What follows belongs to an exercise in optimizing a design on an open flow for small area and a short achievable clock period; a production flow would make more cautious choices. At most, simulation tests tie the RTL to the original design; equivalence was not proved. Function not checked in run 1: the RTL went through the layout flow alone. No activity file was given, so power comes from the tool's default toggle rates.

==> flow/design.v, too long to show whole: its modules and the start of the top module <==
// module fir_systolic_cfg: 3010 lines
module fir_systolic_cfg (
    input  logic               clk,
    input  logic               rst,
    input  logic               in_valid,
    input  logic signed [15:0] in_data,
    input  logic               coef_wr,
    input  logic [2:0]         coef_addr,
    input  logic signed [15:0] coef_data,
    output logic               out_valid,
    output logic signed [31:0] out_data,
    output logic               out_ovf
);
  // ...
==> flow/flow/run.sh <==
#!/bin/bash
# Standard layout, with one extra step between synthesis and floorplan:
# fa_polarity.py flips full-adder cells (a full adder is self-dual) so that
# fewer inverters are needed around them. The rewritten netlist is checked
# against the synthesised one with ABC's combinational equivalence check
# (same registers); if the check does not pass, the synthesised netlist is
# kept unchanged. Port buffers are plain buffers (buf_4) rather than the
# delay cell buffer_ports picks by itself.
set -euo pipefail
W=$(pwd)
R=$W/orfs/results/$FLOW_PLATFORM/fir_systolic_cfg/base
LIB=$FLOW_HOME/platforms/$FLOW_PLATFORM/lib/sky130_fd_sc_hd__tt_025C_1v80.lib
YB=$FLOW_HOME/../tools/install/yosys/bin
[ -x $YB/yosys ] || YB=$(dirname $(command -v yosys))

bash standard.sh synth > synth.log 2>&1

cp $R/1_2_yosys.v $W/netlist_synth.v
python3 flow/fa_polarity.py $W/netlist_synth.v $W/netlist_pol.v > polarity.log 2>&1

for n in synth pol; do
  cat > $W/blif_$n.ys <<EOT
read_liberty -ignore_miss_func $LIB
read_verilog $W/netlist_$n.v
hierarchy -top $FLOW_TOP
flatten
opt_clean
dffunmap
techmap
opt -fast
write_blif -gates $W/netlist_$n.blif
EOT
  $YB/yosys -q -l blif_$n.log $W/blif_$n.ys > /dev/null 2>&1
done
$YB/yosys-abc -c "cec $W/netlist_synth.blif $W/netlist_pol.blif" > cec.log 2>&1 || true
if grep -q "Networks are equivalent" cec.log; then
  echo "polarity: equivalent, using rewritten netlist" >> polarity.log
  cp $W/netlist_pol.v $R/1_2_yosys.v
  touch $R/1_2_yosys.v
else
  echo "polarity: NOT proven equivalent, keeping synthesised netlist" >> polarity.log
fi
rm -f $W/netlist_synth.blif $W/netlist_pol.blif

export BUFFER_PORTS_ARGS="-inputs -outputs -buffer_cell sky130_fd_sc_hd__buf_4"
bash standard.sh finish > layout.log 2>&1
==> flow/flow/fa_polarity.py <==
#!/usr/bin/env python3
"""Remove inverters around full-adder cells in a Yosys gate netlist.

A full adder is self-dual: FA(~a, ~b, ~c) = (~cout, ~sum). Each fa cell may
therefore be flipped: its inputs take the complement of what they took and
its outputs carry the complement of what they carried. This script chooses
a flip for every fa cell (local search) so that the number of inverter cells
is smallest, then writes the netlist back with every inverter rebuilt from
scratch (at most one inverter per signal).

usage: fa_polarity.py IN.v OUT.v
"""
import re
import sys
from collections import defaultdict

INV_RE = re.compile(r"sky130_fd_sc_hd__inv_\d+$")
FA_RE = re.compile(r"sky130_fd_sc_hd__fa_\d+$")
OUT_PINS = {"X", "Y", "Q", "Q_N", "SUM", "COUT", "HI", "LO"}

src = open(sys.argv[1]).read()

m = re.search(r"\bmodule\s+(\S+)\s*\((.*?)\);", src, re.S)
mod_start = m.start()
body_start = m.end()
end = src.rindex("endmodule")
body = src[body_start:end]

inst_re = re.compile(r"^\s*(sky130_fd_sc_hd__\w+)\s+(\S+)\s*\((.*?)\);\s*$", re.S | re.M)
pin_re = re.compile(r"\.(\w+)\(\s*([^()]*?)\s*\)")

insts = []
decl_lines = []
pos = 0
for mm in inst_re.finditer(body):
    pre = body[pos:mm.start()]
    decl_lines.append(pre)
    pos = mm.end()
    ct, name, pins = mm.group(1), mm.group(2), mm.group(3)
    insts.append([ct, name, [(p, n) for p, n in pin_re.findall(pins)]])
tail = body[pos:]
decls = "".join(decl_lines) + tail

ports = set()
for mm in re.finditer(r"^\s*(input|output|inout)\s+(?:\[[^\]]*\]\s*)?(\S+?)\s*;", decls, re.M):
    ports.add(mm.group(2))


def is_port_net(n):
    base = n.split("[")[0].strip()
    return base in ports or n in ports


def is_const(n):
    return "'" in n

# inverter graph: net -> (signal net, polarity)
inv_out = {}
for ct, name, pins in insts:
    if INV_RE.match(ct):
        d = dict(pins)
        inv_out[d["Y"]] = d["A"]


def resolve(n):
    pol = 0
    seen = 0
    while n in inv_out and seen < 100:
        n = inv_out[n]
        pol ^= 1
        seen += 1
    return n, pol

XOR_SWAP = {"sky130_fd_sc_hd__xor2_1": ("sky130_fd_sc_hd__xnor2_1", "X", "Y"),
            "sky130_fd_sc_hd__xnor2_1": ("sky130_fd_sc_hd__xor2_1", "Y", "X")}
fas = [i for i in insts if FA_RE.match(i[0])]
xors = [i for i in insts if i[0] in XOR_SWAP]
others = [i for i in insts if not FA_RE.match(i[0]) and not INV_RE.match(i[0])]

# FA cells touching constants are left alone
fa_ok = []
for f in fas:
    d = dict(f[2])
    if any(is_const(d[p]) for p in ("A", "B", "CIN")):
        continue
    fa_ok.append(f)
fa_ok_names = set(f[1] for f in fa_ok)
xor_names = set()
prod_xor = {}
for x in xors:
    d = dict(x[2])
    o = d[XOR_SWAP[x[0]][1]]
    if is_port_net(o) or is_const(o):
        continue
    xor_names.add(x[1])
    prod_xor[o] = x[1]

# produced polarity of each signal: signals driven by FA outputs depend on flip
# demands: list of (signal, pol, owner) where owner is FA name or None
prod_fa = {}   # signal -> fa name (if produced by a flippable fa)
for f in fa_ok:
    d = dict(f[2])
    prod_fa[d["COUT"]] = f[1]
    prod_fa[d["SUM"]] = f[1]

demands = defaultdict(list)  # signal -> list of [pol, owner]
fa_inputs = defaultdict(list)  # fa name -> list of signals it demands
for ct, name, pins in insts:
    if INV_RE.match(ct):
        continue
    for p, n in pins:
        if p in OUT_PINS or is_const(n) or n == "":
            continue
        s, pol = resolve(n)
        owner = name if name in fa_ok_names else None
        demands[s].append([pol, owner])
        if owner:
            fa_inputs[name].append(s)
# output ports demand their net's value
port_pinned = set()
for n in list(inv_out.keys()):
    if is_port_net(n):
        s, pol = resolve(n)
        demands[s].append([pol, None])
        port_pinned.add(n)
for ct, name, pins in insts:
    for p, n in pins:
        if p in OUT_PINS and is_port_net(n):
            pass  # driven directly, produced polarity 0 unless FA flips

# an FA whose output net is itself a port must not flip
for f in fa_ok:
    d = dict(f[2])
    if is_port_net(d["COUT"]) or is_port_net(d["SUM"]):
        prod_fa.pop(d["COUT"], None)
        prod_fa.pop(d["SUM"], None)
        fa_ok_names.discard(f[1])
for s in demands:
    for dm in demands[s]:
        if dm[1] is not None and dm[1] not in fa_ok_names:
            dm[1] = None

flip = {f: 0 for f in fa_ok_names}
for x in xor_names:
    flip[x] = 0
for o, x in prod_xor.items():
    prod_fa[o] = x


def sig_cost(s):
    pp = flip[prod_fa[s]] if s in prod_fa else 0
    need = False
    for pol, owner in demands.get(s, ()):
        eff = pol ^ (flip[owner] if owner else 0)
        if eff != pp:
            return 1
    return 0

fa_sigs = {}
for f in fa_ok:
    if f[1] not in fa_ok_names:
        continue
    d = dict(f[2])
    ss = set(fa_inputs[f[1]]) | {d["COUT"], d["SUM"]}
    fa_sigs[f[1]] = ss

total0 = sum(sig_cost(s) for s in set(demands) | set(prod_fa))
for x in xor_names:
    d = dict(next(i for i in xors if i[1] == x)[2])
    fa_sigs[x] = {d[XOR_SWAP[next(i for i in xors if i[1] == x)[0]][1]]}
import random, math
random.seed(1)
names = sorted(fa_sigs)
cur = total0
best = cur
best_flip = dict(flip)
T = 1.0
moves = 400000
for it in range(moves):
    T = 1.0 * (1 - it / moves) + 0.02
    f = names[random.randrange(len(names))]
    ss = fa_sigs[f]
    before = sum(sig_cost(s) for s in ss)
    flip[f] ^= 1
    after = sum(sig_cost(s) for s in ss)
    dlt = after - before
    if dlt <= 0 or random.random() < math.exp(-dlt / T):
        cur += dlt
        if cur < best:
            best = cur
            best_flip = dict(flip)
    else:
        flip[f] ^= 1
flip = best_flip
changed = True
it = 0
while changed and it < 50:
    changed = False
    it += 1
    for f in names:
        ss = fa_sigs[f]
        before = sum(sig_cost(s) for s in ss)
        flip[f] ^= 1
        after = sum(sig_cost(s) for s in ss)
        if after < before:
            changed = True
        else:
            flip[f] ^= 1
total1 = sum(sig_cost(s) for s in set(demands) | set(prod_fa))
n_inv0 = sum(1 for i in insts if INV_RE.match(i[0]))
sys.stderr.write(f"inverters before {n_inv0}, signals needing inversion {total0} -> {total1}, passes {it}\n")

# rebuild: net for (signal, polarity)
# produced net: the signal's own net name carries polarity pp. If pp==1 the net
# named s carries ~original(s). We rename: for FA outputs with flip, create a new
# net name for the produced (inverted) value, and keep net s for the true value
# (created by an inverter if needed).
new_wires = []
cnt = [0]


def fresh():
    cnt[0] += 1
    w = f"_fapol_{cnt[0]}_"
    new_wires.append(w)
    return w

# original inverter output nets that are ports keep their names
true_net = {}   # signal -> net carrying true value
inv_net = {}    # signal -> net carrying inverted value
new_invs = []
sigs = set(demands) | set(prod_fa)
for s in sigs:
    pp = flip[prod_fa[s]] if s in prod_fa else 0
    if pp == 0:
        true_net[s] = s
    else:
        inv_net[s] = fresh()
# port-pinned inverter outputs: the port net must carry its value
pinned_by_sig = defaultdict(list)
for n in port_pinned:
    s, pol = resolve(n)
    pinned_by_sig[(s, pol)].append(n)


def net_for(s, pol):
    pp = flip[prod_fa[s]] if s in prod_fa else 0
    if pol == 0:
        if s not in true_net:
            # need inverter from inv_net
            true_net[s] = s
            new_invs.append((inv_net[s], s))
        return true_net[s]
    else:
        if s not in inv_net:
            w = fresh()
            inv_net[s] = w
            new_invs.append((true_net[s], w))
        return inv_net[s]

out_insts = []
for ct, name, pins in insts:
    if INV_RE.match(ct):
        continue
    newpins = []
    is_fa = name in fa_ok_names
    fl = flip.get(name, 0) if is_fa else 0
    if name in xor_names and flip[name]:
        nct, opin, npin = XOR_SWAP[ct]
        newpins = []
        for p, n in pins:
            if p == opin:
                newpins.append((npin, inv_net[n]))
            elif is_const(n) or n == "":
                newpins.append((p, n))
            else:
                s_, pol = resolve(n)
                newpins.append((p, net_for(s_, pol)))
        out_insts.append((nct, name, newpins))
        continue
    for p, n in pins:
        if is_const(n) or n == "":
            newpins.append((p, n))
            continue
        if p in OUT_PINS:
            if is_fa and fl:
                newpins.append((p, inv_net[n]))
            else:
                newpins.append((p, n))
            continue
        s, pol = resolve(n)
        newpins.append((p, net_for(s, pol ^ fl)))
    out_insts.append((ct, name, newpins))
# port-pinned inverter nets
for (s, pol), nets in pinned_by_sig.items():
    src_net = net_for(s, pol)
    for n in nets:
        # drive the port net with a buffer-free inverter from the opposite polarity
        opp = net_for(s, pol ^ 1)
        new_invs.append((opp, n))

# remove duplicates in new_invs (same output)
seen = set()
inv_cells = []
for a, y in new_invs:
    if y in seen:
        continue
    seen.add(y)
    inv_cells.append((a, y))

def esc(n):
    return n + " " if n.startswith("\\") else n


# declare new wires after the last wire declaration
wire_decl = "".join(f"  wire {w};\n" for w in new_wires)
out = [src[:body_start], decls.rstrip() + "\n", wire_decl]
# keep instance order; put instance text
for ct, name, pins in out_insts:
    pl = ",\n".join(f"    .{p}({esc(n)})" for p, n in pins)
    out.append(f"  {ct} {name} (\n{pl}\n  );\n")
for k, (a, y) in enumerate(inv_cells):
    out.append(f"  sky130_fd_sc_hd__inv_1 _fapol_inv_{k}_ (\n    .A({esc(a)}),\n    .Y({esc(y)})\n  );\n")
out.append("endmodule\n")
open(sys.argv[2], "w").write("".join(out))
sys.stderr.write(f"inverters after {len(inv_cells)}\n")
==> flow/standard.sh <==
#!/bin/bash
# synth_recipe.tcl (not shown) runs the flow's synth.tcl, then flattens the netlist and writes it again
# the make line also repeats each setting of config.mk as NAME=value (left out here)
make -C /OpenROAD-flow-scripts/flow DESIGN_CONFIG=/design/flow/config.mk WORK_HOME=/design/flow/orfs CLKGATE_MAP_FILE= SYNTH_SCRIPT=/design/flow/synth_recipe.tcl "${@:-finish}"
==> flow/config.mk <==
export PLATFORM = sky130hd
export DESIGN_NAME = fir_systolic_cfg
export DESIGN_NICKNAME = fir_systolic_cfg
export VERILOG_FILES = /design/flow/design.v
export SDC_FILE = /design/flow/constraint.sdc
export NUM_CORES = 4
export LEC_CHECK = 0
export ABC_AREA = 1
export CAP_MARGIN = 5
export CORE_MARGIN = 2
export CORE_UTILIZATION = 40
export SETUP_SLACK_MARGIN = 5
export SLEW_MARGIN = 5
==> flow/constraint.sdc <==
create_clock -name core_clock -period 10.0 [get_ports {clk}]
set_input_delay 2.0000 -clock core_clock [delete_from_list [all_inputs] [get_ports {clk}]]
set_output_delay 2.0000 -clock core_clock [all_outputs]
set_load 0.01 [all_outputs]
==> summary.txt, run 1 <==
outcome finished clean; initial antenna violation count 4; # IOs 73; gr busiest metal met2; P&R area growth vs syn 10.1%; vias in the first global route around 53000; maxcap violations 0; pwr dens 400 mW/mm^2; CTS tree done; Pint 0.0175 W; Clk Latency, worst-skew pair ~0.70 ns; # Taps 2218; post-route minimum period 5.01 ns; hold crit path type reg2reg; most common cell after layout, fill and taps aside fa_1; DRC 0; wire length on met1 slightly below 80 mm; setup TNS 0 ns; nets approximately 7400; die width roughly 420 um; DR WL met3 13.3 mm; initial core utilization 0.403; grt met1 use 0.273; Wirelength per Cell about 25 um; Seq power 0.00648 W; Port Buffers 72; WHS about 0.43 ns; critical path launch point in_data[15]
==> inputs of run 2 (changes only) <==
--- a/flow/design.v
+++ b/flow/design.v
@@ -2990,20 +2990,26 @@
     wire y_g74 = y_g59 | (y_p59 & y_g53);
     wire y_p74 = y_p59 & y_p53;
     wire y_g75 = y_g60 | (y_p60 & y_g53);
     wire y_p75 = y_p60 & y_p53;
     wire [30:0] y = {yp[30] ^ y_g74, yp[29] ^ y_g73, yp[28] ^ y_g72, yp[27] ^ y_g71, yp[26] ^ y_g70, yp[25] ^ y_g69, yp[24] ^ y_g68, yp[23] ^ y_g67, yp[22] ^ y_g66, yp[21] ^ y_g65, yp[20] ^ y_g64, yp[19] ^ y_g63, yp[18] ^ y_g62, yp[17] ^ y_g61, yp[16] ^ y_g53, yp[15] ^ y_g52, yp[14] ^ y_g51, yp[13] ^ y_g50, yp[12] ^ y_g49, yp[11] ^ y_g48, yp[10] ^ y_g47, yp[9] ^ y_g46, yp[8] ^ y_g34, yp[7] ^ y_g33, yp[6] ^ y_g32, yp[5] ^ y_g31, yp[4] ^ y_g17, yp[3] ^ y_g16, yp[2] ^ y_g1, yp[1] ^ yg[0], yp[0]};
     wire y_cout = y_g75;
     wire c31 = y_cout;
     wire [3:0] yt0, yt1;
-    wire [4:0] ct0 = {yg[33:31] | (yp[33:31] & ct0[2:0]), 1'b0};
-    wire [4:0] ct1 = {yg[33:31] | (yp[33:31] & ct1[2:0]), 1'b1};
-    assign yt0 = yp[34:31] ^ ct0[3:0];
-    assign yt1 = yp[34:31] ^ ct1[3:0];
+    wire [3:0] p4 = yp[34:31];
+    wire [2:0] g4 = yg[33:31];
+    wire c32_0 = g4[0];
+    wire c33_0 = g4[1] | (p4[1] & g4[0]);
+    wire c34_0 = g4[2] | (p4[2] & g4[1]) | (p4[2] & p4[1] & g4[0]);
+    wire c32_1 = g4[0] | p4[0];
+    wire c33_1 = g4[1] | (p4[1] & g4[0]) | (p4[1] & p4[0]);
+    wire c34_1 = g4[2] | (p4[2] & g4[1]) | (p4[2] & p4[1] & g4[0]) | (p4[2] & p4[1] & p4[0]);
+    assign yt0 = p4 ^ {c34_0, c33_0, c32_0, 1'b0};
+    assign yt1 = p4 ^ {c34_1, c33_1, c32_1, 1'b1};
     wire ov0 = ~(&yt0 | ~|yt0);
     wire ov1 = ~(&yt1 | ~|yt1);
     wire f1 = c31 ? (ov1 & ~yt1[3]) : (ov0 & ~yt0[3]);    
     wire f0 = c31 ? (ov1 & yt1[3]) : (ov0 & yt0[3]);      
     wire d31 = c31 ? (ov1 ? yt1[3] : yt1[0]) : (ov0 ? yt0[3] : yt0[0]);
     assign out_valid = out_valid_q;
     assign out_ovf   = c31 ? ov1 : ov0;
     assign out_data  = {d31, {31{f1}} | (y[30:0] & ~{31{f0}})};
==> flow/config.mk (replaced) <==
export PLATFORM = sky130hd
export DESIGN_NAME = fir_systolic_cfg
export DESIGN_NICKNAME = fir_systolic_cfg
export VERILOG_FILES = /design/flow/design.v
export SDC_FILE = /design/flow/constraint.sdc
export NUM_CORES = 4
export LEC_CHECK = 0
export ABC_AREA = 1
export CAP_MARGIN = 20
export CORE_MARGIN = 2
export CORE_UTILIZATION = 40
export CTS_BUF_LIST = sky130_fd_sc_hd__clkbuf_8
export SETUP_SLACK_MARGIN = 5
export SLEW_MARGIN = 20
==> run 2 against run 1 <==
  * Worst setup slack better by 0.027 ns
  * Hold slack got worse by 0.0078 ns
  * Largest cell class unchanged
  * Cell count rose by 0.63%
  * Fmax rose by 0.55%
  * Sequential cell count stayed put
  * Largest power group unchanged
  * Area after synthesis about the same
  * Via count increased by 1.1%
  * Count of clock-buffer cells in the layout grew 27
  * Wire length rose by 1.3%
  * Clock skew rose by 0.014 ns
  * Register-to-register slack got worse by 0.04 ns
==> summary.txt, run 2 <==
outcome finished clean; Final Util 0.438; largest net degree at the start of global routing about 170; CP max stage cell fa_2; GPL Wtd Cong around 0.89; DR pass1 iterations 7; initial core utilization 0.403 (about the same); clock root buffer clkbuf_8; syn nets roughly 7600; Netlist Area Pre-Place 0.0683 mm^2; share of post-route cells with drive strength above 1 0.0921; uppermost routed layer met4; P&R area growth vs syn 8.63%; Largest regs coef_q (128), ps0 (35), yp (35); static leakage 28.1 nW; yosys warns 1; hold crit path type reg2reg; vias per inst a little under 6; fmax 201 MHz; most frequent cells in the layout fa_1, o22ai_1, xnor2_1, edfxtp_1, nand2_1; Clock Pin Slew Worst Setup and Hold Paths 0.06 ns; pwr dens 398 mW/mm^2 (-0.60%); Remaining Overflow, GRT 0; Post-Route WL ~210 mm; nets 7449 (+0.16%); core area between 0.15 and 0.2 mm^2; GRT Total Usage 0.239; Max transition margin 0.206; crit-path max FO between 70 and 80; Clock Path Buffers 3; htree depth 3; count of final max-slew check failures 0; maximum VDD drop 0.247 mV; crit path cell chain buf_4, clkinv_8, buf_12, o22ai_1, xnor2_1, fa_1, fa_2, fa_2, fa_1, ha_1, o21ai_1, nor2_1; DR WL met3 15.7 mm (+18%); cell area after layout 0.0742 mm^2; vias in the first global route 52438 (-0.47%); WHS 0.419 ns (-0.00781 ns); initial antenna violation count 4 (unchanged); # IOs 73 (unchanged); WL met2 104 mm; DR vias 48857; wire length on met1 78.1 mm (-0.35%); Worst Path Required approximately 11 ns; Wirelength per Cell 25.1 um (+0.65%); CTS tree done; type of origin of the critical path input pin; # fillers around 16000; die area around 0.17 mm^2; most common cell after layout, fill and taps aside fa_1; Final setup viols 0; DP HPWL 146 mm; CP arrival between 5 and 6 ns; die width 417 um (about the same); post-route minimum period 4.98 ns (-0.0275 ns); maxcap violations 0 (unchanged); dpl cell area 0.0710 mm^2; average size of a mapped cell approximately 11 um^2; Clk Latency, worst-skew pair 0.90 ns (+0.20 ns); worst-margin pin slew ~1.2 ns; RSZ-0062 raised after global routing yes; Clock Skew around 0.05 ns; Num CTS Buffers around 120; Std-Cell Rows around 150; critical path class in2reg; Mapped Cells between 6000 and 7000; Worst setup EP type flip-flop; hold violation count in the final report 0; # hold bufs at CTS 0; CP max stage delay 0.54 ns; die height approximately 420 um; Final ANT Viol Nets 0; final period utilization 0.498; CTS sink count 659; 1st-iter DRT viols 3716; Port Buffers 72 (unchanged); first-pass GRT wire length around 320 mm; DRC 0 (unchanged); number of flip-flops in the largest register ~130; Top reg by flops coef_q; setup TNS 0 ns (unchanged)
## run 2: changes by cell type in the layout (fill, tap and decap cells not counted), sizes merged, moves of 4 or more
cell    delta
clkinv    +28
clkbuf    +21
inv       +20
bufinv    -10
buf        -6
a21oi      +4
## run 2: cell type report
| class | count | area, um^2 | share of cell area |
|---|---|---|---|
| clock buffers | 126 | 1730 | 0.0234 |
| multi-input cells | 4737 | 46700 | 0.629 |
| diodes | 5 | 12.5 | 0.000169 |
| well taps | 2218 | 2780 | 0.0374 |
| clock inverters | 92 | 552 | 0.00744 |
| repair buffers | 230 | 2060 | 0.0277 |
| flip-flops and latches | 659 | 19100 | 0.257 |
| repair inverters | 2 | 18.8 | 0.000253 |
| inverters | 300 | 1280 | 0.0173 |
## run 2: where the power goes
part | total [W] | internal, W | switching (W)
Combinational | 0.0205 | 0.00948 | 0.0110
Clock | 0.00257 | 0.00131 | 0.00125
Sequential | 0.00650 | 0.00600 | 0.000510
Total | 0.0295 | 0.0168 | 0.0127
## run 2: worst max-delay path: cells and delay by family
family | cells | cell delay (ns)
adders and majority gates | 5 | 2.14
buffers and inverters | 3 | 0.90
xor gates and xnor gates | 1 | 0.18
and+or+nand+nor | 1 | 0.05
AOI/OAI and AO/OA | 2 | 0.36
## run 2: final timing paths
kind                                    start                  end  slack [ns]  cells past startpoint
hold / removal              ps2[33]$_DFFE_PP_    pc1[33]$_DFFE_PP_        0.42                      0
setup reg to reg  coef_q[6][13]$_SDFFCE_PN0P_    pc5[19]$_DFFE_PP_        5.13                     13
hold reg to reg             ps2[33]$_DFFE_PP_    pc1[33]$_DFFE_PP_        0.42                      0
setup / recovery                   in_data[6]  yp[17]$_SDFFE_PP0P_        5.02                     12
## run 2: metal layers
layer | vias up | GRT usage
li1 | 21005 | -
met1 | 24689 | 0.281
met2 | 2435 | 0.415
met3 | 728 | 0.0430
met4 | 0 | 0.131
met5 | - | 0
## run 2: through the flow
stage / total power (W) / setup slack, ns / instances
after global routing: 0.0332 / 4.91 / 8367
final: 0.0295 / 5.02 / 8369
after global placement: 0.0264 / 3.51 / 8122
after floorplan: 0.0212 / 4.95 / 6206
after detailed placement: 0.0271 / 3.53 / 8122
after CTS: 0.0297 / 4.99 / 8348
## run 2: timing repair
item | 4_1_cts | 5_1_grt
cloned | 1 | 4
resized for setup | 52 | 112
setup buffers | 7 | 12
pin swaps | 3 | 26
setup endpoints to repair | 283 | 174
==> inputs of run 3 (changes only) <==
--- a/flow/config.mk
+++ b/flow/config.mk
@@ -9,6 +9,5 @@
 export CAP_MARGIN = 20
 export CORE_MARGIN = 2
 export CORE_UTILIZATION = 40
-export CTS_BUF_LIST = sky130_fd_sc_hd__clkbuf_8
 export SETUP_SLACK_MARGIN = 5
 export SLEW_MARGIN = 20
==> run 3 against run 2 <==
  * Wire length increased by 1.7%
  * Worst setup slack gained 0.042 ns
  * Clock skew fell by 0.026 ns
==> summary.txt, run 3 <==
nets 7423 (-0.35%); most common cell after layout, fill and taps aside fa_1; cell area after layout 0.0747 mm^2 (+0.70%); setup TNS 0 ns (unchanged); final period utilization 0.494 (-0.00415); average size of a mapped cell 11.0 um^2 (unchanged); DRC 0 (unchanged); die area 0.174 mm^2 (unchanged); Clock Pin Slew Worst Setup and Hold Paths 0.06 ns (about the same); core area 0.169 mm^2 (unchanged); Sequential Area 0.0191 mm^2 (about the same); syn nets 7609 (unchanged); DR pass1 iterations 7 (unchanged); static leakage 28.3 nW (+0.59%); CP arrival 5.49 ns (-0.25 ns); Wirelength per Cell 25.7 um (+2.4%); Mapped Cells 6206 (unchanged); 1st-iter DRT viols 4242 (+14%); vias in the first global route 52307 (-0.25%); CTS tree done; maxcap violations 0 (unchanged); Largest regs coef_q (128), ps0 (35), yp (35); Final setup viols 0 (unchanged); # IOs 73 (unchanged); Clock Path Buffers 3 (unchanged); # fillers 15657 (-0.91%); pwr dens 402 mW/mm^2 (+1.1%); RSZ-0062 raised after global routing yes; critical path class in2reg; Multi-input gate area 0.0465 mm^2 (-0.45%); hold violation count in the final report 0 (unchanged); dpl cell area 0.0710 mm^2 (about the same); Top reg by flops coef_q; CP most frequent cell fa_1; fmax 202 MHz (+0.84%); vias per inst 5.88 (+0.75%); initial antenna violation count 12 (+8); clock root buffer clkbuf_16; Final ANT Viol Nets 0 (unchanged); CTS sink count 659 (unchanged); Switching Share 0.423 (-0.00803); post-route minimum period 4.94 ns (-0.0415 ns); share of post-route cells with drive strength above 1 0.0832 (-0.00894); number of flip-flops in the largest register 128 (unchanged); maximum VDD drop 0.211 mV (-15%); Pint 0.0173 W (+3.2%); hold crit path type reg2reg; Clk Latency, worst-skew pair 0.71 ns (-0.19 ns); Seq pwr share 0.217 (-0.003); worst-margin pin slew 1.17 ns (-0.0246 ns); die height 417 um (unchanged); crit-path max FO 41 (-47%); Clock Skew 0.0246 ns (-0.0265 ns); Worst Path Required 10.55 ns (-0.21 ns); Psw 0.0127 W (-0.13%); CP max stage cell fa_1; die width 417 um (unchanged); Worst setup EP type flip-flop; largest net degree at the start of global routing 188 (+13%); count of final max-slew check failures 0 (unchanged); P&R area growth vs syn 9.39%; crit path cell chain buf_16, inv_16, buf_16, o22ai_2, xor2_1, fa_1, fa_2, fa_1, fa_1, ha_1, o21ai_1, a21oi_1; first-pass GRT wire length 320 mm (+0.36%); Max transition margin 0.222 (+0.0164); Netlist Area Pre-Place 0.0683 mm^2 (unchanged); Combinational Power Share 0.680 (-0.013); Num CTS Buffers 80 (-31%); yosys warns 1 (unchanged); Post-Route WL 214 mm (+1.7%); type of origin of the critical path input pin; htree depth 3 (unchanged); DP HPWL 146 mm (about the same); outcome finished clean; most frequent cells in the layout fa_1, o22ai_1, xnor2_1, edfxtp_1, nand2_1; GRT Total Usage 0.241 (+0.00124); initial core utilization 0.403 (unchanged); GPL Wtd Cong 0.903 (+0.91%); CP max stage delay 0.51 ns (-0.03 ns); Remaining Overflow, GRT 0 (unchanged); clock power share 0.104 (+0.017); Std-Cell Rows 151 (unchanged); DR vias 48867 (+0.020%); Port Buffers 72 (unchanged)
==> run 3: per-stage QoR <==
step | worst slack (ns) | utilization | hold WS, ns | total power, W | instances
floorplan | 4.95 | - | 0.400 | 0.0212 | 6206
global placement | 3.54 | 0.419 | 0.411 | 0.0264 | 8121
detailed placement | 3.53 | 0.419 | 0.406 | 0.0271 | 8121
CTS | 5.00 | 0.438 | 0.426 | 0.0302 | 8279
global route | 4.97 | 0.441 | 0.432 | 0.0337 | 8306
finish | 5.06 | 0.441 | 0.425 | 0.0300 | 8308
==> run 3: power by group through the flow <==
stage | clock, W | sequential, W | combinational (W)
after floorplan | 0 | 0.00639 | 0.0148
after global placement | 0 | 0.00656 | 0.0198
after detailed placement | 0 | 0.00658 | 0.0205
after CTS | 0.00317 | 0.00653 | 0.0206
after global routing | 0.00327 | 0.00661 | 0.0238
final | 0.00312 | 0.00651 | 0.0204
==> run 3: final timing paths <==
kind                               from                  end  slack, ns  depth (start not counted)
max reg2reg  coef_q[6][7]$_SDFFCE_PN0P_    pc5[22]$_DFFE_PP_       5.16                          9
max                         in_data[15]  yp[21]$_SDFFE_PP0P_       5.06                         12
min reg2reg           ps4[32]$_DFFE_PP_    pc3[32]$_DFFE_PP_       0.42                          0
min                   ps4[32]$_DFFE_PP_    pc3[32]$_DFFE_PP_       0.42                          0
==> run 3: cell type report <==
type,instances,area share
timing repair buffer,236,0.0298
timing repair inverter,7,0.000972
sequential,659,0.255
inverter,300,0.0182
tap,2218,0.0372
antenna,5,0.000168
clock buffer,101,0.0287
clock inverter,46,0.00767
multi-input combinational,4736,0.622
==> run 3: critical path: cells and delay by family <==
kind,cells,cell delay (ns)
compound gates,3,0.35
xor+xnor,1,0.21
fa+ha+maj,5,2.18
buf+inv,3,0.61
==> run 3: layer usage <==
layer / vias up / wire length [um] / global-route usage
li1: 20908 / - / -
met1: 24884 / 80000 / 0.285
met2: 2415 / 105000 / 0.418
met3: 658 / 16300 / 0.0408
met4: 2 / 12500 / 0.126
met5: - / 11 / 0
==> run 3: repair_timing <==
action,CTS,global route
gates resized for setup,71,48
hold endpoints to repair,0,0
setup endpoints to repair,321,212
pin swaps,2,7
gates cloned,3,10
hold buffers,0,0
buffers inserted,8,14
==> inputs of run 4 (changes only) <==
--- a/flow/flow/run.sh
+++ b/flow/flow/run.sh
@@ -42,5 +42,7 @@
 fi
 rm -f $W/netlist_synth.blif $W/netlist_pol.blif
 
+# repair_timing aims for this much setup slack (ns) at the design's clock
+export SETUP_SLACK_MARGIN=5.5
 export BUFFER_PORTS_ARGS="-inputs -outputs -buffer_cell sky130_fd_sc_hd__buf_4"
 bash standard.sh finish > layout.log 2>&1
--- a/flow/config.mk
+++ b/flow/config.mk
@@ -9,5 +9,4 @@
 export CAP_MARGIN = 20
 export CORE_MARGIN = 2
 export CORE_UTILIZATION = 40
-export SETUP_SLACK_MARGIN = 5
 export SLEW_MARGIN = 20
==> run 4 against run 3 <==
  * Sequential share of layout area decreased by 2.1 points
  * Sequential cell count did not move
  * Via count increased by 7.4%
  * Largest cell class unchanged
  * Non-clock buffer count increased by 192
  * Global-route usage is 4.8 points higher
  * Utilization up 4.1 points
  * Register-to-register slack better by 0.36 ns
  * Die area unchanged
  * Worst setup slack improved by 0.29 ns
  * Hold slack improved by 0.0023 ns
  * Clock skew up 0.0044 ns
==> summary.txt, run 4 <==
Clock Path Buffers 3 (unchanged); uppermost routed layer met5; vias per inst 6.13 (+4.2%); Final ANT Viol Nets 0 (unchanged); outcome finished clean; Final WS setup 5.35 ns (+0.293 ns); setup TNS 0 ns (unchanged); # hold bufs at CTS 0 (unchanged); hold crit path type reg2reg; static leakage 30.6 nW (+8.0%); htree depth 3 (unchanged); Combinational Power Share 0.711 (+0.031); hold violation count in the final report 0 (unchanged); number of flip-flops in the largest register 128 (unchanged); DRC 0 (unchanged); die height 417 um (unchanged); Wirelength per Cell 30.5 um (+19%); pwr dens 408 mW/mm^2 (+1.3%); Max transition margin 0.214 (-0.00826); Worst Path Required 8.00 ns (-2.55 ns); Std-Cell Rows 151 (unchanged); DR pass1 iterations 6 (-1); Worst setup EP type primary output; share of post-route cells with drive strength above 1 0.242 (+0.159); maximum VDD drop 0.232 mV (+10%); Largest regs coef_q (128), ps0 (35), yp (35); Seq pwr share 0.199 (-0.018); Sequential Area 0.0191 mm^2 (+0.14%); Port Buffers 72 (unchanged); GPL Wtd Cong 0.870 (-3.6%); CTS sink count 659 (unchanged); final period utilization 0.465 (-0.0293); Top reg by flops coef_q; CTS tree done; largest net degree at the start of global routing 175 (-6.9%); clock root buffer clkbuf_16; Post-Route WL 261 mm (+22%); Mapped Cells 6206 (unchanged); WL met2 120 mm (+14%); maxcap violations 0 (unchanged); DR WL met3 26.8 mm (+64%); Final setup viols 0 (unchanged); CP arrival 2.65 ns (-2.84 ns); clock power share 0.091 (-0.013); count of final max-slew check failures 0 (unchanged); Num CTS Buffers 81 (+1.3%); core area 0.169 mm^2 (unchanged); initial core utilization 0.403 (unchanged); syn nets 7609 (unchanged); RSZ-0062 raised after global routing yes; post-route minimum period 4.65 ns (-0.293 ns); Clock Skew 0.0290 ns (+0.00443 ns); first-pass GRT wire length 367 mm (+15%); nets 7666 (+3.3%); Switching Share 0.435 (+0.0121); type of origin of the critical path flip-flop; die width 417 um (unchanged); Psw 0.0145 W (+14%); Remaining Overflow, GRT 0 (unchanged); # IOs 73 (unchanged); worst-margin pin slew 1.18 ns (+0.0111 ns); 1st-iter DRT viols 5594 (+32%); critical path class reg2out; DP HPWL 148 mm (+1.6%); Multi-input gate area 0.0501 mm^2 (+7.8%); fmax 215 MHz (+6.3%); crit-path max FO 7 (-83%); P&R area growth vs syn 19.5%; Clock Pin Slew Worst Setup and Hold Paths 0.07 ns (about the same); vias in the first global route 53616 (+2.5%); Pint 0.0188 W (+8.4%); average size of a mapped cell 11.0 um^2 (unchanged); initial antenna violation count 10 (-2); die area 0.174 mm^2 (unchanged); Netlist Area Pre-Place 0.0683 mm^2 (unchanged); most common cell after layout, fill and taps aside fa_1; DR vias 52463 (+7.4%); # fillers 14932 (-4.6%); Clk Latency, worst-skew pair 0.73 ns (+0.02 ns); wire length on met1 95.6 mm (+20%); yosys warns 1 (unchanged); GRT Total Usage 0.289 (+0.0483); most frequent cells in the layout fa_1, xnor2_1, edfxtp_1, o22ai_1, nand2_1; pre-CTS WS 3.76 ns (+0.231 ns)
## run 4: area by class of cell
type | count | area share
multi-input combinational | 4738 | 0.613
sequential | 659 | 0.234
timing repair buffer | 428 | 0.0541
tap | 2218 | 0.0340
clock buffer | 95 | 0.0255
inverter | 300 | 0.0198
timing repair inverter | 55 | 0.0122
clock inverter | 53 | 0.00699
antenna | 10 | 0.000307
## run 4: through the flow
stage          total power [W]  hold WS (ns)   util  instances  area (um^2)
4_1_cts                 0.0327         0.422  0.465       8371        78800
3_5_place_dp            0.0292         0.405  0.433       8083        73300
5_1_grt                 0.0365         0.433  0.482       8549        81600
2_1_floorplan           0.0220         0.400      -       6206        73000
6_report                0.0333         0.427  0.482       8556        81600
3_3_place_gp            0.0284         0.418  0.433       8083        73300
## run 4: worst paths after layout
check        depth (start not counted)                  end                        start  slack [ns]
max reg2reg                         15  yp[19]$_SDFFE_PP0P_  coef_q[0][15]$_SDFFCE_PN0P_        5.52
min reg2reg                          0    pc3[32]$_DFFE_PP_            ps4[32]$_DFFE_PP_        0.43
min                                  0    pc3[32]$_DFFE_PP_            ps4[32]$_DFFE_PP_        0.43
max                                 17         out_data[11]           yg[0]$_SDFFE_PP0P_        5.35
## run 4: power by group through the flow
stage,sequential [W],clock [W],combinational [W]
2_1_floorplan,0.00639,0,0.0157
3_3_place_gp,0.00668,0,0.0217
3_5_place_dp,0.00670,0,0.0225
4_1_cts,0.00662,0.00307,0.0230
5_1_grt,0.00670,0.00316,0.0267
6_report,0.00661,0.00302,0.0236
## run 4: layer usage
layer  up-vias  GRT usage
li1      21413          -
met4        14      0.166
met5         -          0
met3       925     0.0687
met1     26952      0.359
met2      3159      0.461
## run 4: repair_timing
action                                  CTS  global route
resized for setup                       258           268
endpoints found under the setup margin  366           175
pin swaps                                43           123
gates cloned                             51            17
buffers inserted                         89           158
## run 4: critical path: stages, from the launching register on
cell	delay, ns
dfxtp_2	0.35
ha_4	0.13
inv_2	0.03
nand2_2	0.06
nand2_2	0.05
nand2_2	0.08
nand2_2	0.07
nand2_4	0.10
nand2_4	0.08
nand2_8	0.11
nand2_8	0.09
nand2_8	0.11
nand2_4	0.07
nand2_8	0.10
clkinvlp_4	0.14
clkbuf_16	0.21
nand2_4	0.07
buf_6	0.09
==> inputs of run 5 (changes only) <==
--- a/flow/flow/run.sh
+++ b/flow/flow/run.sh
@@ -43,6 +43,6 @@
 rm -f $W/netlist_synth.blif $W/netlist_pol.blif
 
 # repair_timing aims for this much setup slack (ns) at the design's clock
-export SETUP_SLACK_MARGIN=5.5
+export SETUP_SLACK_MARGIN=5.2
 export BUFFER_PORTS_ARGS="-inputs -outputs -buffer_cell sky130_fd_sc_hd__buf_4"
 bash standard.sh finish > layout.log 2>&1
==> run 5 against run 4 <==
  * Area after synthesis stayed put
  * Hold slack better by 0.0031 ns
  * Non-clock buffer count is 171 lower
  * Sequential power is 2% lower
  * Wire length is 13% lower
  * Clock power is 3% higher
  * Utilization is 3.1 points lower
  * First-iteration DRC count is 23% lower
  * Die area stayed put
  * Count of clock-buffer cells in the layout is 1 lower
==> summary.txt, run 5 <==
crit path cell chain buf_8, clkinvlp_4, buf_4, buf_6, o22ai_2, xnor2_1, fa_2, fa_2, fa_1, fa_1; Port Buffers 72 (unchanged); CP arrival 5.22 ns (+2.57 ns); Top reg by flops coef_q; CTS sink count 659 (unchanged); nets 7465 (-2.6%); number of flip-flops in the largest register 128 (unchanged); crit-path max FO 45 (+38); type of origin of the critical path input pin; Clock Pin Slew Worst Setup and Hold Paths 0.06 ns (about the same); outcome finished clean; critical path's top delay family adder cells; fmax 209 MHz (-2.8%); # hold bufs at CTS 0 (unchanged); WP buf/inv 4 (unchanged); most frequent cells in the layout fa_1, o22ai_1, xnor2_1, edfxtp_1, nand2_1; initial antenna violation count 9 (-1); htree depth 3 (unchanged); Wirelength per Cell 27.3 um (-11%); Final setup viols 0 (unchanged); Mapped Cells 6206 (unchanged); Worst setup EP type flip-flop; Sequential Area 0.0191 mm^2 (about the same); core area 0.169 mm^2 (unchanged); WHS 0.430 ns (+0.00313 ns); DR vias 49584 (-5.5%); GPL Wtd Cong 0.884 (+1.6%); yosys warns 1 (unchanged); Multi-input gate area 0.0475 mm^2 (-5.2%); Clk Latency, worst-skew pair 0.72 ns (about the same); initial core utilization 0.403 (unchanged); static leakage 28.7 nW (-5.9%); Final ANT Viol Nets 0 (unchanged); die height 417 um (unchanged); vias per inst 5.94 (-3.2%); Num CTS Buffers 79 (-2.5%); pwr dens 404 mW/mm^2 (-0.87%); die area 0.174 mm^2 (unchanged); setup TNS 0 ns (unchanged); die width 417 um (unchanged); Post-Route WL 228 mm (-13%); GRT Total Usage 0.253 (-0.0359); most common cell after layout, fill and taps aside fa_1; P&R area growth vs syn 11.8%; first-pass GRT wire length 331 mm (-9.9%); # IOs 73 (unchanged); critical path class in2reg; Largest regs coef_q (128), ps0 (35), yp (35); worst-margin pin slew 1.23 ns (+0.0482 ns); vias in the first global route 52267 (-2.5%); hold crit path type reg2reg; CTS tree done; Clock Skew 0.0406 ns (+0.0116 ns); share of post-route cells with drive strength above 1 0.130 (-0.113); RSZ-0062 raised after global routing yes; syn nets 7609 (unchanged); maximum VDD drop 0.226 mV (-2.4%); count of final max-slew check failures 0 (unchanged); post-route minimum period 4.78 ns (+0.132 ns); DP HPWL 144 mm (-2.5%); Worst Path Required 10.44 ns (+2.44 ns); average size of a mapped cell 11.0 um^2 (unchanged); CP max stage cell fa_2; final period utilization 0.478 (+0.0132); Remaining Overflow, GRT 0 (unchanged); DR pass1 iterations 6 (unchanged); CP max stage delay 0.51 ns (+0.16 ns); maxcap violations 0 (unchanged); clock root buffer clkbuf_16; 1st-iter DRT viols 4311 (-23%); Clock Path Buffers 3 (unchanged); DRC 0 (unchanged); Max transition margin 0.181 (-0.0332); # fillers 15400 (+3.1%); Netlist Area Pre-Place 0.0683 mm^2 (unchanged); Std-Cell Rows 151 (unchanged); hold violation count in the final report 0 (unchanged); largest net degree at the start of global routing 119 (-32%)
## run 5: power breakdown
part	internal (W)	switching, W
sequential	0.00600	0.000515
clock	0.00180	0.00130
combinational	0.00986	0.0114
total	0.0177	0.0132
## run 5: timing repair
| action | CTS | global route |
|---|---|---|
| gates resized for setup | 81 | 130 |
| buffers inserted | 23 | 32 |
| pin swaps | 7 | 27 |
| setup endpoints to repair | 317 | 198 |
| gates cloned | 16 | 18 |
## run 5: cell type report
class | count | share of cell area
multi-input combinational | 4738 | 0.622
sequential | 659 | 0.250
tap | 2218 | 0.0363
timing repair buffer | 257 | 0.0316
clock buffer | 94 | 0.0274
inverter | 300 | 0.0197
clock inverter | 54 | 0.00836
timing repair inverter | 27 | 0.00482
antenna | 3 | 0.0000983
## run 5: worst reg2reg max path: cells and delay by family, from the launching register on
kind,cells,cell delay (ns)
AO/OA/AOI/OAI,3,0.45
XOR/XNOR,1,0.16
adder cells (fa/ha/maj),7,3.13
flip-flops,1,0.52
AND/OR/NAND/NOR,2,0.14
## run 5: metrics by stage
step | worst slack, ns | total power [W] | instances | utilization | instance area [um^2]
2_1_floorplan | 5.01 | 0.0215 | 6206 | - | 70500
3_5_place_dp | 3.71 | 0.0278 | 8110 | 0.423 | 71700
4_1_cts | 5.19 | 0.0310 | 8297 | 0.445 | 75400
6_report | 5.22 | 0.0309 | 8350 | 0.451 | 76400
5_1_grt | 5.10 | 0.0343 | 8348 | 0.451 | 76400
3_3_place_gp | 3.71 | 0.0268 | 8109 | 0.423 | 71700
## run 5: path summary, 6_finish.rpt
path	slack, ns	to	depth (start not counted)	startpoint
worst min-delay path	0.43	pc3[32]$_DFFE_PP_	0	ps4[32]$_DFFE_PP_
worst min register to register	0.43	pc3[32]$_DFFE_PP_	0	ps4[32]$_DFFE_PP_
worst max-delay path	5.22	pc3[16]$_DFFE_PP_	10	in_data[0]
worst max register to register	5.34	pc4[19]$_DFFE_PP_	13	coef_q[5][13]$_SDFFCE_PN0P_
## run 5: layer usage
layer / share of wire / global-route usage / vias up / wire length (um)
met5: 0.000088 / 0 / - / 20
met4: 0.065 / 0.138 / 2 / 14900
met3: 0.085 / 0.0462 / 738 / 19500
met2: 0.48 / 0.426 / 2550 / 109000
met1: 0.37 / 0.307 / 25301 / 84600
li1: - / - / 20993 / -
==> inputs of run 6 (changes only) <==
--- a/flow/flow/run.sh
+++ b/flow/flow/run.sh
@@ -43,6 +43,6 @@
 rm -f $W/netlist_synth.blif $W/netlist_pol.blif
 
 # repair_timing aims for this much setup slack (ns) at the design's clock
-export SETUP_SLACK_MARGIN=5.2
+export SETUP_SLACK_MARGIN=5.4
 export BUFFER_PORTS_ARGS="-inputs -outputs -buffer_cell sky130_fd_sc_hd__buf_4"
 bash standard.sh finish > layout.log 2>&1
==> run 6 against run 5 <==
  * Final area is 4.8% higher
  * Synthesized cell count stayed put
  * Sequential cell count is the same
  * Area after synthesis is the same
  * Sequential share of layout area shrank 1.1 points
  * Global-route usage is 2.8 points higher
  * Highest routed layer unchanged
  * Sequential power grew 1%
  * Wire length rose by 8.8%
  * Utilization increased by 2.1 points
  * Count of clock-buffer cells in the layout grew 12
==> summary.txt, run 6 <==
Final setup viols 0 (unchanged); nets 7561 (+1.3%); hold violation count in the final report 0 (unchanged); worst-margin pin slew 1.10 ns (-0.126 ns); Clock Pin Slew Worst Setup and Hold Paths 0.07 ns (about the same); type of origin of the critical path flip-flop; fmax 210 MHz (+0.42%); htree depth 3 (unchanged); # hold bufs at CTS 0 (unchanged); Wirelength per Cell 29.3 um (+7.5%); most frequent cells in the layout fa_1, xnor2_1, edfxtp_1, o22ai_1, nand2_1; critical path class reg2out; Worst Path Required 8.00 ns (-2.44 ns); Multi-input gate area 0.0495 mm^2 (+4.1%); GRT Total Usage 0.281 (+0.0279); Clock Path Buffers 3 (unchanged); clock root buffer clkbuf_16; vias in the first global route 52889 (+1.2%); number of flip-flops in the largest register 128 (unchanged); DP HPWL 146 mm (+1.0%); DP Cell Count 8080 (-0.37%); CP arrival 2.76 ns (-2.46 ns); count of final max-slew check failures 0 (unchanged); outcome finished clean; final std cells w/o fill 8451 (+1.2%); Post-Route WL 248 mm (+8.8%); share of post-route cells with drive strength above 1 0.210 (+0.0805); RSZ-0062 raised after global routing yes; Sequential Area 0.0191 mm^2 (about the same); initial core utilization 0.403 (unchanged); DR vias 51119 (+3.1%); Max transition margin 0.266 (+0.0857); Num CTS Buffers 83 (+5.1%); CTS sink count 659 (unchanged); first-pass GRT wire length 359 mm (+8.5%); pwr dens 406 mW/mm^2 (+0.44%); average size of a mapped cell 11.0 um^2 (unchanged); Remaining Overflow, GRT 0 (unchanged); hold crit path type reg2reg; largest net degree at the start of global routing 148 (+24%); final period utilization 0.476 (-0.00198); initial antenna violation count 11 (+2); die height 417 um (unchanged); Mapped Cells 6206 (unchanged); maximum VDD drop 0.262 mV (+16%); vias per inst 6.05 (+1.9%); die area 0.174 mm^2 (unchanged); # IOs 73 (unchanged); most common cell after layout, fill and taps aside fa_1; 1st-iter DRT viols 5564 (+29%); Clock Skew 0.0312 ns (-0.00936 ns); dpl cell area 0.0732 mm^2 (+2.1%); Top reg by flops coef_q; crit-path max FO 8 (-82%); static leakage 29.9 nW (+4.0%); Port Buffers 72 (unchanged); DRC 0 (unchanged); yosys warns 1 (unchanged); Worst setup EP type primary output; Final Util 0.472 (+0.0215); CP max stage delay 0.35 ns (-0.16 ns); Clk Latency, worst-skew pair 0.73 ns (about the same); syn nets 7609 (unchanged); GPL Wtd Cong 0.866 (-2.1%); core area 0.169 mm^2 (unchanged); post-route minimum period 4.76 ns (-0.0198 ns); Largest regs coef_q (128), ps0 (35), yp (35); P&R area growth vs syn 17.2%; maxcap violations 0 (unchanged); setup TNS 0 ns (unchanged); # fillers 15046 (-2.3%); cell area after layout 0.0800 mm^2 (+4.8%); CTS tree done; DR pass1 iterations 6 (unchanged); CP max stage cell dfxtp_2; die width 417 um (unchanged); Final ANT Viol Nets 0 (unchanged); crit path cell chain ha_4, inv_2, nand2_2, nand2_2, nand2_2, nand2_2, nand2_4, nand2_4, nand2_8, nand2_8, nand2_8, nand2_4, nand2_4, clkinvlp_4, clkbuf_16, nand2_1, buf_4; WHS 0.439 ns (+0.00877 ns); Std-Cell Rows 151 (unchanged); Netlist Area Pre-Place 0.0683 mm^2 (unchanged)
## run 6: stage by stage
| stage | power (W) | setup slack, ns |
|---|---|---|
| after floorplan | 0.0220 | 5.01 |
| after global placement | 0.0283 | 3.62 |
| after detailed placement | 0.0290 | 3.60 |
| after CTS | 0.0324 | 5.27 |
| after global routing | 0.0358 | 5.14 |
| final | 0.0325 | 5.24 |
## run 6: cell type report
type | instances | share of cell area
inverter | 300 | 0.0196
antenna | 7 | 0.000219
multi-input combinational | 4738 | 0.618
timing repair buffer | 332 | 0.0444
timing repair inverter | 44 | 0.00937
clock buffer | 106 | 0.0287
clock inverter | 47 | 0.00649
sequential | 659 | 0.238
tap | 2218 | 0.0347
## run 6: timing repair
action,in CTS,in global routing
endpoints found under the setup margin,398,216
pin swaps,21,53
cloned,49,9
resized for setup,170,171
buffers inserted,60,93
## run 6: path summary, 6_finish.rpt
path              cells past startpoint                        start             endpoint  slack [ns]
setup / recovery                     17           yp[1]$_SDFFE_PP0P_         out_data[14]        5.24
hold / removal                        0            ps2[33]$_DFFE_PP_    pc1[33]$_DFFE_PP_        0.44
setup reg to reg                     14  coef_q[0][15]$_SDFFCE_PN0P_  yp[21]$_SDFFE_PP0P_        5.44
hold reg to reg                       0            ps2[33]$_DFFE_PP_    pc1[33]$_DFFE_PP_        0.44
## run 6: critical path, delay by kind of cell, from the launching register on
kind,cells,cell delay [ns]
flops,1,0.35
simple gates,12,0.90
fa+ha+maj,1,0.13
buf+inv,4,0.60
## run 6: metal layers
layer / GRT usage / vias up / wire (um)
met3: 0.0604 / 788 / 23500
met4: 0.160 / 6 / 16800
met2: 0.454 / 2929 / 115000
met1: 0.349 / 26208 / 92100
met5: 0 / - / 34
li1: - / 21188 / -
## run 6: power breakdown
part / switching (W) / internal [W]
sequential: 0.000582 / 0.00600
clock: 0.00133 / 0.00182
combinational: 0.0121 / 0.0106
total: 0.0140 / 0.0184
==> inputs of run 7 (changes only) <==
--- a/flow/flow/run.sh
+++ b/flow/flow/run.sh
@@ -43,6 +43,6 @@
 rm -f $W/netlist_synth.blif $W/netlist_pol.blif
 
 # repair_timing aims for this much setup slack (ns) at the design's clock
-export SETUP_SLACK_MARGIN=5.4
+export SETUP_SLACK_MARGIN=5.3
 export BUFFER_PORTS_ARGS="-inputs -outputs -buffer_cell sky130_fd_sc_hd__buf_4"
 bash standard.sh finish > layout.log 2>&1
==> run 7 against run 6 <==
  * Hold slack lost 0.0049 ns
  * Utilization shrank 1.1 points
  * Synthesized cell count is the same
  * Sequential power shrank 0.8%
  * Via count shrank 2.3%
  * Register-to-register slack lost 0.04 ns
  * Non-clock buffer count shrank 43
==> summary.txt, run 7 <==
Clock Path Buffers 3 (unchanged); hold crit path type reg2reg; syn nets 7609 (unchanged); Max transition margin 0.195 (-0.0717); initial core utilization 0.403 (unchanged); outcome finished clean; type of origin of the critical path input pin; maxcap violations 0 (unchanged); Mapped Cells 6206 (unchanged); DR pass1 iterations 6 (unchanged); worst-margin pin slew 1.21 ns (+0.108 ns); die area 0.174 mm^2 (unchanged); critical path class in2reg; core area 0.169 mm^2 (unchanged); Std-Cell Rows 151 (unchanged); Port Buffers 72 (unchanged); Clock Skew 0.0255 ns (-0.00571 ns); setup TNS 0 ns (unchanged); first-pass GRT wire length 343 mm (-4.5%); crit-path max FO 12 (+4); most frequent cells in the layout fa_1, o22ai_1, xnor2_1, edfxtp_1, nand2_1; initial antenna violation count 12 (+1); average size of a mapped cell 11.0 um^2 (unchanged); Worst Path Required 10.46 ns (+2.46 ns); CTS sink count 659 (unchanged); Post-Route WL 234 mm (-5.4%); Remaining Overflow, GRT 0 (unchanged); yosys warns 1 (unchanged); die height 417 um (unchanged); P&R area growth vs syn 14.4%; RR Startpoint coef_q[4][13]$_SDFFCE_PN0P_; die width 417 um (unchanged); clock root buffer clkbuf_16; static leakage 29.3 nW (-2.0%); Top reg by flops coef_q; Largest regs coef_q (128), ps0 (35), yp (35); GPL Wtd Cong 0.877 (+1.3%); pwr dens 404 mW/mm^2 (-0.38%); final period utilization 0.469 (-0.00683); post-route minimum period 4.69 ns (-0.0683 ns); Final ANT Viol Nets 0 (unchanged); fmax 213 MHz (+1.5%); maximum VDD drop 0.220 mV (-16%); DP HPWL 147 mm (+0.93%); Num CTS Buffers 81 (-2.4%); RSZ-0062 raised after global routing yes; Clk Latency, worst-skew pair 0.72 ns (about the same); Clock Pin Slew Worst Setup and Hold Paths 0.06 ns (about the same); vias per inst 5.95 (-1.6%); number of flip-flops in the largest register 128 (unchanged); largest net degree at the start of global routing 148 (unchanged); Final WS setup 5.31 ns (+0.0683 ns); htree depth 3 (unchanged); hold violation count in the final report 0 (unchanged); hold_sp ps2[33]$_DFFE_PP_; 1st-iter DRT viols 4644 (-17%); count of final max-slew check failures 0 (unchanged); Wirelength per Cell 28.0 um (-4.7%); # hold bufs at CTS 0 (unchanged); DRC 0 (unchanged); Netlist Area Pre-Place 0.0683 mm^2 (unchanged); Worst setup EP type flip-flop; critical path launch point in_data[0]; pre-CTS WS 3.69 ns (+0.0897 ns); DR vias 49932 (-2.3%); Final setup viols 0 (unchanged); most common cell after layout, fill and taps aside fa_1; # IOs 73 (unchanged); CP arrival 5.15 ns (+2.39 ns); CTS tree done; vias in the first global route 52846 (-0.081%); GRT Total Usage 0.264 (-0.0166); share of post-route cells with drive strength above 1 0.171 (-0.0397); nets 7505 (-0.74%)
## run 7: through the flow
stage | util | area (um^2) | total power [W] | hold WS [ns] | cells
global placement | 0.430 | 72900 | 0.0277 | 0.403 | 8110
global route | 0.461 | 78100 | 0.0350 | 0.436 | 8383
finish | 0.461 | 78200 | 0.0316 | 0.434 | 8386
detailed placement | 0.430 | 72900 | 0.0283 | 0.415 | 8111
floorplan | - | 72000 | 0.0218 | 0.400 | 6206
CTS | 0.455 | 77100 | 0.0315 | 0.429 | 8328
## run 7: final cells by class
type	instances	area [um^2]
diodes	4	10.0
clock buffers	105	2180
clock inverters	40	443
flip-flops and latches	659	19100
fillers	15318	91300
multi-input cells	4738	48700
inverters	300	1500
well taps	2218	2780
repair buffers	289	3000
repair inverters	33	457
## run 7: layer usage
metal / track usage / up-vias / part of all wire
met5: 0 / - / 0.00011
met4: 0.147 / 4 / 0.064
met3: 0.0433 / 689 / 0.081
met2: 0.444 / 2512 / 0.48
met1: 0.324 / 25642 / 0.38
li1: - / 21085 / -
## run 7: power breakdown
part / switching [W] / internal, W / total [W]
logic: 0.0118 / 0.0103 / 0.0221
clock network: 0.00127 / 0.00172 / 0.00299
registers: 0.000531 / 0.00600 / 0.00653
total: 0.0136 / 0.0180 / 0.0316
## run 7: critical path: stages
cell and delay (ns):
buf_12 0.14, clkinvlp_4 0.16, buf_4 0.19, bufbuf_16 0.35
o22ai_2 0.11, xnor2_1 0.32, fa_2 0.50, fa_2 0.41
fa_2 0.56, fa_1 0.39
## run 7: path summary, 6_finish.rpt
path                       endpoint  slack [ns]  cells after the start
hold reg to reg   pc1[33]$_DFFE_PP_        0.43                      0
setup reg to reg  pc3[19]$_DFFE_PP_        5.40                     13
hold / removal    pc1[33]$_DFFE_PP_        0.43                      0
setup / recovery  pc2[16]$_DFFE_PP_        5.31                     10
## run 7: what timing repair did
item                                    4_1_cts  5_1_grt
pin swaps                                    18       39
endpoints found under the setup margin      355      166
cloned                                       33       13
resized for setup                           142      115
buffers inserted                             39       41
==> inputs of run 8 (changes only) <==
--- a/flow/config.mk
+++ b/flow/config.mk
@@ -9,4 +9,5 @@
 export CAP_MARGIN = 20
 export CORE_MARGIN = 2
 export CORE_UTILIZATION = 40
+export CTS_BUF_LIST = sky130_fd_sc_hd__clkbuf_8
 export SLEW_MARGIN = 20
==> run 8 against run 7 <==
  * Cell count rose by 0.45%
  * Non-clock buffer count fell by 18
  * Via count fell by 0.14%
  * Clock power fell by 18%
  * Area after synthesis did not move
  * Sequential power barely moved
  * Power fell by 1.9%
  * Die area did not move
  * Final area fell by 0.65%
  * Register-to-register slack barely moved
==> summary.txt, run 8 <==
outcome finished clean; most frequent cells in the layout fa_1, o22ai_1, xnor2_1, edfxtp_1, nand2_1; Post-Route WL 230 mm (-1.7%); initial antenna violation count 4 (-8); DR pass1 iterations 8 (+2); worst-margin pin slew 1.13 ns (-0.0749 ns); hold violation count in the final report 0 (unchanged); htree depth 3 (unchanged); Worst setup EP type primary output; die area 0.174 mm^2 (unchanged); Top reg by flops coef_q; Final WS setup 5.12 ns (-0.186 ns); initial core utilization 0.403 (unchanged); GPL Wtd Cong 0.881 (+0.42%); die width 417 um (unchanged); Clock Path Buffers 3 (unchanged); # hold bufs at CTS 0 (unchanged); largest net degree at the start of global routing 81 (-45%); DRC 0 (unchanged); Clk Latency, worst-skew pair 0.90 ns (+0.18 ns); yosys warns 1 (unchanged); critical path class reg2out; # fillers 15377 (+0.39%); DR vias 49861 (-0.14%); setup TNS 0 ns (unchanged); Num CTS Buffers 114 (+41%); Sequential Area 0.0191 mm^2 (about the same); GRT Total Usage 0.254 (-0.0103); maxcap violations 0 (unchanged); nets 7516 (+0.15%); CP arrival 2.88 ns (-2.27 ns); Worst Path Required 8.00 ns (-2.46 ns); Wirelength per Cell 27.4 um (-2.1%); Clock Pin Slew Worst Setup and Hold Paths 0.06 ns (about the same); most common cell after layout, fill and taps aside fa_1; Largest regs coef_q (128), ps0 (35), yp (35); CTS tree done; final period utilization 0.488 (+0.0186); crit-path max FO 8 (-4); hold crit path type reg2reg; core area 0.169 mm^2 (unchanged); count of final max-slew check failures 0 (unchanged); number of flip-flops in the largest register 128 (unchanged); DP Cell Count 8115 (+0.049%); FF-to-FF path depth 13 (unchanged); Final Util 0.458 (-0.00301); maximum VDD drop 0.228 mV (+3.7%); Netlist Area Pre-Place 0.0683 mm^2 (unchanged); Remaining Overflow, GRT 0 (unchanged); first-pass GRT wire length 332 mm (-3.2%); clock root buffer clkbuf_8; pwr dens 399 mW/mm^2 (-1.3%); Std-Cell Rows 151 (unchanged); Final ANT Viol Nets 0 (unchanged); Max transition margin 0.244 (+0.0491); Hold Crit Depth 0 (unchanged); pre-CTS WS 3.56 ns (-0.133 ns); vias in the first global route 52658 (-0.36%); final std cells w/o fill 8424 (+0.45%); Mapped Cells 6206 (unchanged); average size of a mapped cell 11.0 um^2 (unchanged); static leakage 29.1 nW (-0.60%); Multi-input gate area 0.0490 mm^2 (+0.61%); RSZ-0062 raised after global routing yes; # IOs 73 (unchanged); DP HPWL 146 mm (-0.49%); CTS sink count 659 (unchanged); P&R area growth vs syn 13.7%; 1st-iter DRT viols 4580 (-1.4%); Final setup viols 0 (unchanged); die height 417 um (unchanged); Port Buffers 72 (unchanged); vias per inst 5.92 (-0.59%); share of post-route cells with drive strength above 1 0.179 (+0.00801); syn nets 7609 (unchanged); type of origin of the critical path flip-flop; fmax 205 MHz (-3.8%); Clock Skew 0.0571 ns (+0.0315 ns); post-route minimum period 4.88 ns (+0.186 ns)
[run 8: cell types whose count changed in the layout (fill, tap and decap cells not counted), sizes merged]
cell | previous run | this run
buf | 278 | 264
bufbuf | 7 | 2
bufinv | 7 | 3
clkbuf | 109 | 127
clkinvlp | 14 | 11
diode | 4 | 5
inv | 283 | 327
nand2 | 563 | 564
[run 8: what timing repair did]
action / in CTS / in global routing
hold endpoints to repair: 0 / 0
buffers inserted: 38 / 23
endpoints found under the setup margin: 303 / 158
resized for setup: 224 / 119
pin swaps: 57 / 51
cloned: 18 / 21
[run 8: layer usage]
metal | vias to the layer above | global-route usage | wire (um)
met2 | 2584 | 0.432 | 111000
li1 | 21085 | - | -
met4 | 2 | 0.140 | 14600
met3 | 716 | 0.0432 | 19500
met1 | 25474 | 0.306 | 85600
met5 | - | 0 | 18
[run 8: worst paths after layout]
check	to	slack, ns	startpoint
worst max register to register	pc5[19]$_DFFE_PP_	5.41	coef_q[6][13]$_SDFFCE_PN0P_
worst min register to register	pc3[32]$_DFFE_PP_	0.42	ps4[32]$_DFFE_PP_
worst max-delay path	out_data[25]	5.12	yg[0]$_SDFFE_PP0P_
worst min-delay path	pc3[32]$_DFFE_PP_	0.42	ps4[32]$_DFFE_PP_
[run 8: layout make-up]
type,count,share of cell area
Tap cell,2218,0.0357
Multi-Input combinational cell,4739,0.631
Timing Repair Buffer,271,0.0361
Antenna cell,5,0.000161
Sequential cell,659,0.246
Clock inverter,82,0.00596
Clock buffer,122,0.0216
Timing Repair inverter,28,0.00453
Inverter,300,0.0191
[run 8: per-stage QoR]
| stage | instance area, um^2 | hold slack [ns] | total power [W] |
|---|---|---|---|
| floorplan | 72000 | 0.400 | 0.0218 |
| global placement | 72900 | 0.406 | 0.0275 |
| detailed placement | 72900 | 0.408 | 0.0283 |
| CTS | 76600 | 0.422 | 0.0309 |
| global route | 77600 | 0.438 | 0.0345 |
| finish | 77600 | 0.420 | 0.0310 |
[run 8: where the power goes]
part           switching [W]  internal, W  leakage, nW  total (W)
registers           0.000515      0.00600         6.33    0.00651
clock network        0.00124      0.00120         1.24    0.00244
logic                 0.0117       0.0103         21.5     0.0220
total                 0.0135       0.0175         29.1     0.0310
[run 8: critical path: stages, from the launching register on]
cell	delay [ns]
dfxtp_2	0.34
ha_4	0.15
inv_2	0.06
nand2_4	0.05
nand2_2	0.06
nand2_2	0.07
nand2_2	0.08
nand2_4	0.07
nand2_4	0.09
nand2_8	0.09
nand2_8	0.09
nand2_4	0.06
buf_6	0.13
nand2_8	0.14
nand2_8	0.14
nand2_2	0.14
nand2_8	0.07
buf_4	0.14

separate check: timing with driven ports:
The results above use ideal ports. As a check the final layouts listed here were re-extracted and re-timed, cells and wires unchanged.
Step 1 sets driving cells, clkbuf_16 on the clock port and buf_2 on the other inputs (assumed; they add their load-dependent delay and slew).
Step 2, shift: input delay + t, output delay - t, t = (earliest + latest rising clock arrival at the registers) / 2. This alone moves slack from input paths to output paths.
Slacks: ideal / step 1 / step 2; pairs: ideal / step 1.
| run | shift t [ns] | setup WS [ns] | worst setup path after step 2 | worst data-port slew with drivers (ns) | cell pins on the clock port's net |
|---|---|---|---|---|---|
| run 1 | 0.760 | 4.988 / 4.911 / 4.270 | input to register | 0.15 | 1 |
| run 2 | 0.956 | 5.015 / 5.000 / 4.097 | input to register | 0.12 | 1 |
| run 3 | 0.786 | 5.057 / 4.816 / 4.030 | input to register | 0.39 | 1 |
| run 4 | 0.803 | 5.350 / 5.244 / 4.441 | input to register | 0.36 | 1 |
| run 5 | 0.790 | 5.218 / 5.153 / 4.474 | input to register | 0.09 | 1 |
| run 6 | 0.798 | 5.238 / 5.152 / 4.472 | input to register | 0.34 | 1 |
| run 7 | 0.800 | 5.306 / 5.164 / 4.364 | input to register | 0.32 | 1 |
| run 8 | 0.956 | 5.120 / 5.034 / 4.401 | input to register | 0.11 | 1 |
After both steps setup and hold are still met in every run listed. For run 3, which loses most, drivers alone change the setup slack by -0.241 ns; drivers and shift together by -1.027 ns.
